This is an optimization exercise on Yosys and OpenROAD, whose aim is small area, a short achievable clock period and few clock cycles, not a production implementation. Only simulation tests tie the RTL to the original design; equivalence was not proved. Power figures rest on the tool's default switching activity, not on a simulated workload.

==> run B: inputs <==
Design rau_top, start of the top module:
module rau_top (
   input  logic        clock,
   input  logic        reset,
   input  logic        start,
   output logic        busy,
   input  logic [1:0]  req_cmd,
   input  logic [31:0] req_a_num,
   input  logic [31:0] req_a_den,
   input  logic [31:0] req_b_num,
   input  logic [31:0] req_b_den,
   output logic        rsp_valid,
   output logic [31:0] rsp_num,
   output logic [31:0] rsp_den,
   output logic [1:0]  rsp_status
);
   rau_pkg::req_type req_data;
   rau_pkg::rsp_type rsp_data;
   assign req_data.cmd   = req_cmd;
   assign req_data.a_num = req_a_num;
   assign req_data.a_den = req_a_den;
   assign req_data.b_num = req_b_num;
   assign req_data.b_den = req_b_den;
   rational_arith_unit u_rau (
      .clock     (clock),
      .reset     (reset),
      .start     (start),
      .busy      (busy),
      .req_data  (req_data),
      .rsp_valid (rsp_valid),
      .rsp_data  (rsp_data)
   );
   assign rsp_num    = rsp_data.res_num;
   assign rsp_den    = rsp_data.res_den;
   assign rsp_status = rsp_data.status;
endmodule
export LEC_CHECK = 0
export CAP_MARGIN = 20
export CORE_MARGIN = 2
export CORE_UTILIZATION = 40
export SLEW_MARGIN = 20
create_clock -name core_clock -period 11.0 [get_ports {clock}]
standard.sh (not shown) runs the stock make flow with config.mk's settings and CLKGATE_MAP_FILE= SYNTH_SCRIPT=/design/flow/synth_recipe.tcl, a recipe that flattens the netlist after the stock synthesis.
==> flow/flow/run.sh <==
#!/bin/bash
set -euo pipefail
bash standard.sh SETUP_SLACK_MARGIN=7 cts > standard_flow_cts.log 2>&1
bash standard.sh SETUP_SLACK_MARGIN=6.3 finish > standard_flow_finish.log 2>&1
==> run M: changes against run B <==
--- a/flow/design.v
+++ b/flow/design.v
@@ -56,19 +56,16 @@
 );
    localparam int R  = 4;            
    localparam int PW = 34;           
    localparam int W  = 38;           
    localparam int HW = W - R;        
    localparam logic [HW-1:0] KN = HW'(64'd20 * 64'h11111111);
    localparam logic [HW-1:0] KD = HW'(64'd10 * 64'h11111111);
    logic          full_ff, done_ff, dz_ff;
-   logic          bv_ff, bdz_ff, bnf_ff, bdf_ff, xfer;
-   logic [64:0]   bn_ff;
-   logic [63:0]   bd_ff;
    logic [2:0]    cnt_ff;
    logic          ma_ff, mb_ff, mc_ff, ub_ff;
    logic [5:0]    ea_ff;
    logic [3:0]    ed_ff;
    logic [1:0]    eb_ff, ec_ff;
    logic [31:0]   an_ff, ad_ff;
    logic [31:0]   xa_ff, xb_ff, xc_ff;
    logic [HW-1:0] ns_ff, nc_ff, ds_ff, dc_ff;
@@ -110,17 +107,16 @@
    assign busy   = full_ff;
    assign accept = start && !full_ff;
    assign is_mul = (req_data.cmd == rau_pkg::CMD_MUL);
    assign is_div = (req_data.cmd == rau_pkg::CMD_DIV);
    assign is_sub = (req_data.cmd == rau_pkg::CMD_SUB);
    assign sa_in  = req_data.a_num[31] ^ (is_mul ? req_data.b_num[31] : req_data.b_den[31]);
    assign sc_in  = req_data.a_den[31] ^ (is_div ? req_data.b_num[31] : req_data.b_den[31]);
    assign step = full_ff && !done_ff;
-   assign xfer = done_ff && (!bv_ff || take);
    assign last = (cnt_ff == 3'd7);
    assign dz_s = (cnt_ff == 3'd0) && ((ad_ff == '0) || (xc_ff == '0));
    assign i_a0 = benc({req_data.a_num[1:0], 1'b0}, sa_in, 1'b1);
    assign i_a1 = benc(req_data.a_num[3:1],         sa_in, 1'b1);
    assign i_b0 = benc({req_data.a_den[1:0], 1'b0}, sa_in ^ is_sub, !req_data.cmd[1]);
    assign i_b1 = benc(req_data.a_den[3:1],         sa_in ^ is_sub, !req_data.cmd[1]);
    assign i_c0 = benc({req_data.a_den[1:0], 1'b0}, sc_in, 1'b1);
    assign i_c1 = benc(req_data.a_den[3:1],         sc_in, 1'b1);
@@ -154,42 +150,24 @@
    assign dh = rd_s + {rd_c[HW-1:1], dci_ff} + 1'b1;
    always_ff @(posedge clock) begin
       if (reset) begin
          full_ff <= 1'b0;
          done_ff <= 1'b0;
       end else if (accept) begin
          full_ff <= 1'b1;
          done_ff <= 1'b0;
-      end else if (xfer) begin
+      end else if (take) begin
          full_ff <= 1'b0;
          done_ff <= 1'b0;
       end else if (step && (last || dz_s)) begin
          done_ff <= 1'b1;
       end
    end
    always_ff @(posedge clock) begin
-      if (reset) begin
-         bv_ff <= 1'b0;
-      end else if (xfer) begin
-         bv_ff <= 1'b1;
-      end else if (take) begin
-         bv_ff <= 1'b0;
-      end
-   end
-   always_ff @(posedge clock) begin
-      if (xfer) begin
-         bn_ff  <= {nh[32:0], an_ff};
-         bd_ff  <= {dh[31:0], ad_ff};
-         bdz_ff <= dz_ff;
-         bnf_ff <= ma_ff;
-         bdf_ff <= mc_ff;
-      end
-   end
-   always_ff @(posedge clock) begin
       if (!full_ff) begin
          an_ff  <= req_data.a_num;
          ad_ff  <= req_data.a_den;
          xa_ff  <= is_mul ? req_data.b_num : req_data.b_den;
          xb_ff  <= req_data.b_num;
          xc_ff  <= is_div ? req_data.b_num : req_data.b_den;
          ma_ff  <= sa_in;
          mb_ff  <= sa_in ^ is_sub;
@@ -218,22 +196,22 @@
          ds_ff  <= u3s[W-1:R];
          dc_ff  <= u3c[W-1:R];
          nci_ff <= ln[R];
          dci_ff <= ld[R];
          cnt_ff <= cnt_ff + 1'b1;
          if (cnt_ff == 3'd0) dz_ff <= dz_s;
       end
    end
-   assign done   = bv_ff;
-   assign dz     = bdz_ff;
-   assign n      = bn_ff;
-   assign d      = bd_ff;
-   assign n_flip = bnf_ff;
-   assign d_flip = bdf_ff;
+   assign done   = done_ff;
+   assign dz     = dz_ff;
+   assign n      = {nh[32:0], an_ff};
+   assign d      = {dh[31:0], ad_ff};
+   assign n_flip = ma_ff;
+   assign d_flip = mc_ff;
 endmodule
 module rau_datapath (
    input  logic             clock,
    input  logic             reset,
    input  logic             in_valid,
    input  logic             in_dz,
    input  logic [64:0]      in_n,
    input  logic [63:0]      in_d,
@@ -353,28 +331,30 @@
    always_ff @(posedge clock) begin
       if (reset) begin
          rsp_valid_ff <= 1'b0;
       end else begin
          rsp_valid_ff <= fin;
       end
    end
    always_ff @(posedge clock) begin
-      if (dz_ff) begin
-         rsp_ff.res_num <= '0;
-         rsp_ff.res_den <= 32'sd1;
-         rsp_ff.status  <= rau_pkg::STAT_DIV_ZERO;
-      end else if (!u_zero || !fits_n || !fits_d) begin
-         rsp_ff.res_num <= '0;
-         rsp_ff.res_den <= 32'sd1;
-         rsp_ff.status  <= rau_pkg::STAT_OVERFLOW;
-      end else begin
-         rsp_ff.res_num <= enc_n;
-         rsp_ff.res_den <= enc_d;
-         rsp_ff.status  <= rau_pkg::STAT_OK;
+      if (fin) begin
+         if (dz_ff) begin
+            rsp_ff.res_num <= '0;
+            rsp_ff.res_den <= 32'sd1;
+            rsp_ff.status  <= rau_pkg::STAT_DIV_ZERO;
+         end else if (!u_zero || !fits_n || !fits_d) begin
+            rsp_ff.res_num <= '0;
+            rsp_ff.res_den <= 32'sd1;
+            rsp_ff.status  <= rau_pkg::STAT_OVERFLOW;
+         end else begin
+            rsp_ff.res_num <= enc_n;
+            rsp_ff.res_den <= enc_d;
+            rsp_ff.status  <= rau_pkg::STAT_OK;
+         end
       end
    end
    assign rsp_valid = rsp_valid_ff;
    assign rsp_data  = rsp_ff;
 endmodule
 module rau_csub #(
    parameter int W = 64
 ) (
==> flow/flow/run.sh (replaced) <==
#!/bin/bash
set -euo pipefail
bash standard.sh SETUP_SLACK_MARGIN=7 finish > standard_flow.log 2>&1
==> run H: changes against run B <==
--- a/flow/design.v
+++ b/flow/design.v
@@ -60,32 +60,33 @@
    localparam int HW = W - R;        
    localparam logic [HW-1:0] KN = HW'(64'd20 * 64'h11111111);
    localparam logic [HW-1:0] KD = HW'(64'd10 * 64'h11111111);
    logic          full_ff, done_ff, dz_ff;
    logic          bv_ff, bdz_ff, bnf_ff, bdf_ff, xfer;
    logic [64:0]   bn_ff;
    logic [63:0]   bd_ff;
    logic [2:0]    cnt_ff;
+   logic [R-1:0]  nls_ff, nlc_ff, dls_ff, dlc_ff;    
    logic          ma_ff, mb_ff, mc_ff, ub_ff;
    logic [5:0]    ea_ff;
    logic [3:0]    ed_ff;
    logic [1:0]    eb_ff, ec_ff;
    logic [31:0]   an_ff, ad_ff;
    logic [31:0]   xa_ff, xb_ff, xc_ff;
    logic [HW-1:0] ns_ff, nc_ff, ds_ff, dc_ff;
    logic          nci_ff, dci_ff;
    logic          accept, is_mul, is_div, is_sub, sa_in, sc_in, step, last, dz_s;
    logic [2:0]    e_a0, e_a1, e_b0, e_b1, e_c0, e_c1;
    logic [2:0]    i_a0, i_a1, i_b0, i_b1, i_c0, i_c1;
    logic [W-1:0]  a0, a1, b0, b1, c0, c1, kn, kd;
    logic [W-1:0]  t1s, t1c, t2s, t2c, t3s, t3c, t4s, t4c, t5s, t5c;
    logic [W-1:0]  u1s, u1c, u2s, u2c, u3s, u3c;
    logic [R:0]    ln, ld;
-   logic [HW-1:0] rn_s, rn_c, rd_s, rd_c, nh, dh;
+   logic [W-1:0]  rn_s, rn_c, rd_s, rd_c, nf, df;
    function automatic logic [2:0] benc(input logic [2:0] y, input logic m, input logic en);
       benc[2] = en && (y[1] ^ y[0]);
       benc[1] = en && ((y[2] & ~y[1] & ~y[0]) | (~y[2] & y[1] & y[0]));
       benc[0] = en && (y[2] ^ m);
    endfunction
    function automatic logic [W-1:0] bpp(input logic [31:0] x, input logic one,
                                         input logic two, input logic neg);
       logic [PW-1:0] xe, v;
@@ -95,34 +96,27 @@
    endfunction
    function automatic logic [2*W-1:0] csa(input logic [W-1:0] x, input logic [W-1:0] y,
                                           input logic [W-1:0] z);
       logic [W-1:0] s, c;
       s   = x ^ y ^ z;
       c   = ((x & y) | (x & z) | (y & z)) << 1;
       csa = {s, c};
    endfunction
-   function automatic logic [2*HW-1:0] csah(input logic [HW-1:0] x, input logic [HW-1:0] y,
-                                            input logic [HW-1:0] z);
-      logic [HW-1:0] s, c;
-      s    = x ^ y ^ z;
-      c    = ((x & y) | (x & z) | (y & z)) << 1;
-      csah = {s, c};
-   endfunction
    assign busy   = full_ff;
    assign accept = start && !full_ff;
    assign is_mul = (req_data.cmd == rau_pkg::CMD_MUL);
    assign is_div = (req_data.cmd == rau_pkg::CMD_DIV);
    assign is_sub = (req_data.cmd == rau_pkg::CMD_SUB);
    assign sa_in  = req_data.a_num[31] ^ (is_mul ? req_data.b_num[31] : req_data.b_den[31]);
    assign sc_in  = req_data.a_den[31] ^ (is_div ? req_data.b_num[31] : req_data.b_den[31]);
    assign step = full_ff && !done_ff;
    assign xfer = done_ff && (!bv_ff || take);
-   assign last = (cnt_ff == 3'd7);
-   assign dz_s = (cnt_ff == 3'd0) && ((ad_ff == '0) || (xc_ff == '0));
+   assign last  = (cnt_ff == 3'd7);
+   assign dz_s  = (cnt_ff == 3'd0) && ((ad_ff == '0) || (xc_ff == '0));
    assign i_a0 = benc({req_data.a_num[1:0], 1'b0}, sa_in, 1'b1);
    assign i_a1 = benc(req_data.a_num[3:1],         sa_in, 1'b1);
    assign i_b0 = benc({req_data.a_den[1:0], 1'b0}, sa_in ^ is_sub, !req_data.cmd[1]);
    assign i_b1 = benc(req_data.a_den[3:1],         sa_in ^ is_sub, !req_data.cmd[1]);
    assign i_c0 = benc({req_data.a_den[1:0], 1'b0}, sc_in, 1'b1);
    assign i_c1 = benc(req_data.a_den[3:1],         sc_in, 1'b1);
    assign e_a0 = benc(an_ff[5:3], ma_ff, 1'b1);
    assign e_a1 = benc(an_ff[7:5], ma_ff, 1'b1);
@@ -138,25 +132,25 @@
    assign c1 = bpp(xc_ff, ed_ff[1], ed_ff[0], ec_ff[0]) << 2;
    assign kn = W'({ea_ff[0], 1'b0, ea_ff[3]}) + W'({eb_ff[0], 1'b0, eb_ff[1]});
    assign kd = W'({ec_ff[0], 1'b0, ec_ff[1]});
    assign {t1s, t1c} = csa(W'(ns_ff), W'(nc_ff), a0);
    assign {t2s, t2c} = csa(a1, b0, b1);
    assign {t3s, t3c} = csa(t1s, t1c, t2s);
    assign {t4s, t4c} = csa(t3s, t3c, t2c);
    assign {t5s, t5c} = csa(t4s, t4c, kn);
-   assign ln = t5s[R-1:0] + t5c[R-1:0] + nci_ff;
+   assign ln = nls_ff + nlc_ff + nci_ff;
    assign {u1s, u1c} = csa(W'(ds_ff), W'(dc_ff), c0);
    assign {u2s, u2c} = csa(u1s, u1c, c1);
    assign {u3s, u3c} = csa(u2s, u2c, kd);
-   assign ld = u3s[R-1:0] + u3c[R-1:0] + dci_ff;
-   assign {rn_s, rn_c} = csah(ns_ff, nc_ff, ~KN);
-   assign {rd_s, rd_c} = csah(ds_ff, dc_ff, ~KD);
-   assign nh = rn_s + {rn_c[HW-1:1], nci_ff} + 1'b1;
-   assign dh = rd_s + {rd_c[HW-1:1], dci_ff} + 1'b1;
+   assign ld = dls_ff + dlc_ff + dci_ff;
+   assign {rn_s, rn_c} = csa({ns_ff, nls_ff}, {nc_ff, nlc_ff}, ~{KN, 4'b0});
+   assign {rd_s, rd_c} = csa({ds_ff, dls_ff}, {dc_ff, dlc_ff}, ~{KD, 4'b0});
+   assign nf = rn_s + {rn_c[W-1:1], nci_ff} + 1'b1;
+   assign df = rd_s + {rd_c[W-1:1], dci_ff} + 1'b1;
    always_ff @(posedge clock) begin
       if (reset) begin
          full_ff <= 1'b0;
          done_ff <= 1'b0;
       end else if (accept) begin
          full_ff <= 1'b1;
          done_ff <= 1'b0;
       end else if (xfer) begin
@@ -172,18 +166,18 @@
       end else if (xfer) begin
          bv_ff <= 1'b1;
       end else if (take) begin
          bv_ff <= 1'b0;
       end
    end
    always_ff @(posedge clock) begin
       if (xfer) begin
-         bn_ff  <= {nh[32:0], an_ff};
-         bd_ff  <= {dh[31:0], ad_ff};
+         bn_ff  <= {nf[R+32:0], an_ff[31:R]};
+         bd_ff  <= {df[R+31:0], ad_ff[31:R]};
          bdz_ff <= dz_ff;
          bnf_ff <= ma_ff;
          bdf_ff <= mc_ff;
       end
    end
    always_ff @(posedge clock) begin
       if (!full_ff) begin
          an_ff  <= req_data.a_num;
@@ -200,32 +194,42 @@
          eb_ff  <= {i_b0[0], i_b1[0]};
          ec_ff  <= {i_c0[0], i_c1[0]};
          ns_ff  <= '0;
          nc_ff  <= '0;
          ds_ff  <= '0;
          dc_ff  <= '0;
          nci_ff <= 1'b0;
          dci_ff <= 1'b0;
+         nls_ff <= '0;
+         nlc_ff <= '0;
+         dls_ff <= '0;
+         dlc_ff <= '0;
          cnt_ff <= '0;
       end else if (step) begin
          an_ff  <= {ln[R-1:0], an_ff[31:R]};
          ad_ff  <= {ld[R-1:0], ad_ff[31:R]};
-         ea_ff  <= {e_a0, e_a1};
-         ed_ff  <= {e_c0[2:1], e_c1[2:1]};
-         eb_ff  <= {e_b0[0], e_b1[0]};
-         ec_ff  <= {e_c0[0], e_c1[0]};
-         ns_ff  <= t5s[W-1:R];
-         nc_ff  <= t5c[W-1:R];
-         ds_ff  <= u3s[W-1:R];
-         dc_ff  <= u3c[W-1:R];
          nci_ff <= ln[R];
          dci_ff <= ld[R];
          cnt_ff <= cnt_ff + 1'b1;
          if (cnt_ff == 3'd0) dz_ff <= dz_s;
+         begin
+            ea_ff  <= {e_a0, e_a1};
+            ed_ff  <= {e_c0[2:1], e_c1[2:1]};
+            eb_ff  <= {e_b0[0], e_b1[0]};
+            ec_ff  <= {e_c0[0], e_c1[0]};
+            ns_ff  <= t5s[W-1:R];
+            nc_ff  <= t5c[W-1:R];
+            ds_ff  <= u3s[W-1:R];
+            dc_ff  <= u3c[W-1:R];
+            nls_ff <= t5s[R-1:0];
+            nlc_ff <= t5c[R-1:0];
+            dls_ff <= u3s[R-1:0];
+            dlc_ff <= u3c[R-1:0];
+         end
       end
    end
    assign done   = bv_ff;
    assign dz     = bdz_ff;
    assign n      = bn_ff;
    assign d      = bd_ff;
    assign n_flip = bnf_ff;
    assign d_flip = bdf_ff;
@@ -248,17 +252,18 @@
    logic          busy_ff, abs_ff, dz_ff, tv_ff, nneg_ff, dneg_ff;
    logic [63:0]   u_ff, v_ff;
    logic [32:0]   t_ff;
    logic [CW-1:0] m11_ff, m12_ff, m21_ff, m22_ff;
    logic          rsp_valid_ff;
    rau_pkg::rsp_type rsp_ff;
    logic          uo, vo, ge, u_zero, t_hit, fin, load;
    logic [64:0]   s1, s2;
-   logic [63:0]   xu, xv, ku, kv, un, vn;
+   logic [63:0]   xu, xv, ush, vsh, s1sh, s2sh, u_d, v_d;
+   logic          stp, absc, u_ce, v_ce;
    logic          u_en, v_en, c1_sh, c2_sh, c1_add, c2_add;
    logic [CW-1:0] sum1, sum2;
    logic [31:0]   enc_n, enc_d;
    logic          fits_n, fits_d;
    function automatic logic [63:0] shr(input logic [63:0] x, input logic [63:0] k);
       if (k[1])      shr = {1'b0, x[63:1]};
       else if (k[2]) shr = {2'b0, x[63:2]};
       else if (k[3]) shr = {3'b0, x[63:3]};
@@ -280,20 +285,28 @@
    assign u_zero = (u_ff == '0);
    assign t_hit  = tv_ff && (((u_ff[63:33] == '0) && (u_ff[32:0] < t_ff)) ||
                              ((v_ff[63:33] == '0) && (v_ff[32:0] < t_ff)));
    assign fin    = busy_ff && (dz_ff || (!abs_ff && (u_zero || t_hit)));
    assign load   = in_valid && (!busy_ff || fin);
    assign take   = (load && !(in_n[64] && !in_dz)) || (busy_ff && abs_ff);
    assign xu = uo ? s1[63:0] : u_ff;
    assign xv = vo ? s2[63:0] : v_ff;
-   assign ku = (!uo && !vo) ? (u_ff | v_ff) : xu;
-   assign kv = (!uo && !vo) ? (u_ff | v_ff) : xv;
-   assign un = shr(xu, ku);
-   assign vn = shr(xv, kv);
+   assign ush  = shr(u_ff, vo ? u_ff : (u_ff | v_ff));
+   assign vsh  = shr(v_ff, uo ? v_ff : (u_ff | v_ff));
+   assign s1sh = shr(s1[63:0], s1[63:0]);
+   assign s2sh = shr(s2[63:0], s2[63:0]);
+   assign stp  = busy_ff && !abs_ff && !fin;
+   assign absc = busy_ff && abs_ff;
+   assign u_d  = ({64{load}} & in_n[63:0]) | ({64{absc}} & s2[63:0]) |
+                 ({64{stp && uo}} & s1sh) | ({64{stp && !uo}} & ush);
+   assign v_d  = ({64{load}} & ((in_n[64] && !in_dz) ? 64'd0 : in_d)) | ({64{absc}} & in_d) |
+                 ({64{stp && vo}} & s2sh) | ({64{stp && !vo}} & vsh);
+   assign u_ce = load || absc || (stp && (!uo || (vo && ge)));
+   assign v_ce = load || absc || (stp && (!vo || (uo && !ge)));
    assign u_en   = !uo || (vo && ge);
    assign v_en   = !vo || (uo && !ge);
    assign c1_sh  = u_en && vo;            
    assign c2_sh  = v_en && uo;
    assign c2_add = uo && vo && ge;        
    assign c1_add = uo && vo && !ge;       
    assign sum1   = m11_ff + m12_ff;
    assign sum2   = m21_ff + m22_ff;
@@ -302,35 +315,31 @@
          busy_ff <= 1'b0;
       end else if (load) begin
          busy_ff <= 1'b1;
       end else if (fin) begin
          busy_ff <= 1'b0;
       end
    end
    always_ff @(posedge clock) begin
+      if (u_ce) u_ff <= u_d;
+      if (v_ce) v_ff <= v_d;
       if (load) begin
-         u_ff    <= in_n[63:0];
-         v_ff    <= (in_n[64] && !in_dz) ? 64'd0 : in_d;
          nneg_ff <= in_n[64] ^ in_n_flip;
          dneg_ff <= in_d_flip;
          abs_ff  <= in_n[64] && !in_dz;
          dz_ff   <= in_dz;
          tv_ff   <= 1'b0;
          m11_ff  <= CW'(1);
          m12_ff  <= '0;
          m21_ff  <= '0;
          m22_ff  <= CW'(1);
       end else if (busy_ff && abs_ff) begin
-         u_ff <= s2[63:0];
-         v_ff <= in_d;
          abs_ff <= 1'b0;
       end else if (busy_ff && !fin) begin
-         if (u_en) u_ff <= un;
-         if (v_en) v_ff <= vn;
          if (!tv_ff && (uo || vo)) begin
             t_ff  <= ge ? u_ff[63:31] : v_ff[63:31];
             tv_ff <= 1'b1;
          end
          if (c1_sh) begin
             m11_ff <= shl(m11_ff, xu);
             m21_ff <= shl(m21_ff, xu);
          end else if (c1_add) begin
==> flow/flow/run.sh (replaced) <==
#!/bin/bash
set -euo pipefail
bash standard.sh SETUP_SLACK_MARGIN=7 cts > standard_flow_cts.log 2>&1
bash standard.sh SETUP_SLACK_MARGIN=6.4 finish > standard_flow_finish.log 2>&1
==> comparison table <==
	run H	run B	run M
Most frequent standard cell in the layout excluding fill and tap cells	sky130_fd_sc_hd__nor2_1	sky130_fd_sc_hd__nand2_1	sky130_fd_sc_hd__nor2_1
Worst min-delay path endpoint	u_rau.u_front.bdz_ff	u_rau.u_front.bn_ff[2]	u_rau.u_front.dc_ff[30]
Antenna cells	2	3	2
Least-Margin Pin Slew	1192 ps	1140 ps	1056 ps
Complex-gate fraction of the synthesized area	0.2161	0.2134	0.2168
Cell with the largest stage delay on the worst path	sky130_fd_sc_hd__or4_4	sky130_fd_sc_hd__edfxtp_1	sky130_fd_sc_hd__edfxtp_1
Status	finished clean	finished clean	finished clean
Non-clock inverter count in the final layout	612	582	580
DP Wirelength	192,500 µm	187,700 µm	176,100 µm
Syn avg cell area	8.699 µm²	8.754 µm²	8.616 µm²
Sequential Area	21,280 µm²	21,110 µm²	17,830 µm²
R2r startpoint	u_rau.u_reduce.v_ff[5]	u_rau.u_reduce.u_ff[26]	u_rau.u_reduce.u_ff[0]
Final Total Pwr	0.01365 W	0.01435 W	0.01261 W
Die Span X	417.3 µm	411.8 µm	398 µm
Clk cell area share	0.04431	0.04525	0.03760
Clock transition at the registers of the reported paths	60 ps	60 ps	70 ps
Highest ir drop seen on vdd	0.1456 mV	0.1518 mV	0.2223 mV
Area growth from synthesis to layout	19.46%	18.33%	27.45%
Synthesized netlist net count	8,622	8,354	7,962
Number of cells traversed by the worst hold path	0	0	2
Combinational power	0.00604 W	0.00658 W	0.00626 W
Final Hold Slack	433.8 ps	419.2 ps	495.6 ps
Cell area after layout	81,610 µm²	78,720 µm²	79,140 µm²
Peak fanout along the critical path	7	8	7
Testbench counts of run B, summed over its fixed seeds: cycles 35,837.
Testbench counts of run M, summed over its fixed seeds: cycles 39,847.
Testbench counts of run H, summed over its fixed seeds: cycles 35,837.

[separate check: timing with driven ports]
Ports are ideal in the flow. The routed layouts listed here were re-timed in OpenROAD. Step 1 sets driving cells, clkbuf_16 on the clock port and buf_2 on the other inputs (assumed; they add their load-dependent delay and slew). Step 2 times the ports against the registers' clock, not the clock port: input delays grow and output delays shrink by t, the midpoint of the rising clock arrivals with the driver on. Three values: ideal, step 1, step 2; two values: the first two.
run | t, ns | setup slack, ns | latest minus earliest clock arrival (ns) | worst register clock-pin slew, ns
run B | 0.851 | 6.698 / 6.698 / 6.266 | 0.057 / 0.057 | 0.07 / 0.07
run M | 0.774 | 6.746 / 6.746 / 6.208 | 0.044 / 0.044 | 0.07 / 0.07
run H | 0.856 | 6.613 / 6.613 / 6.164 | 0.048 / 0.048 | 0.07 / 0.07
After both steps every run listed still meets setup and hold. The setup slack of run M, which loses most, moves by 0.000 ns with the drivers and by -0.538 ns with both steps.
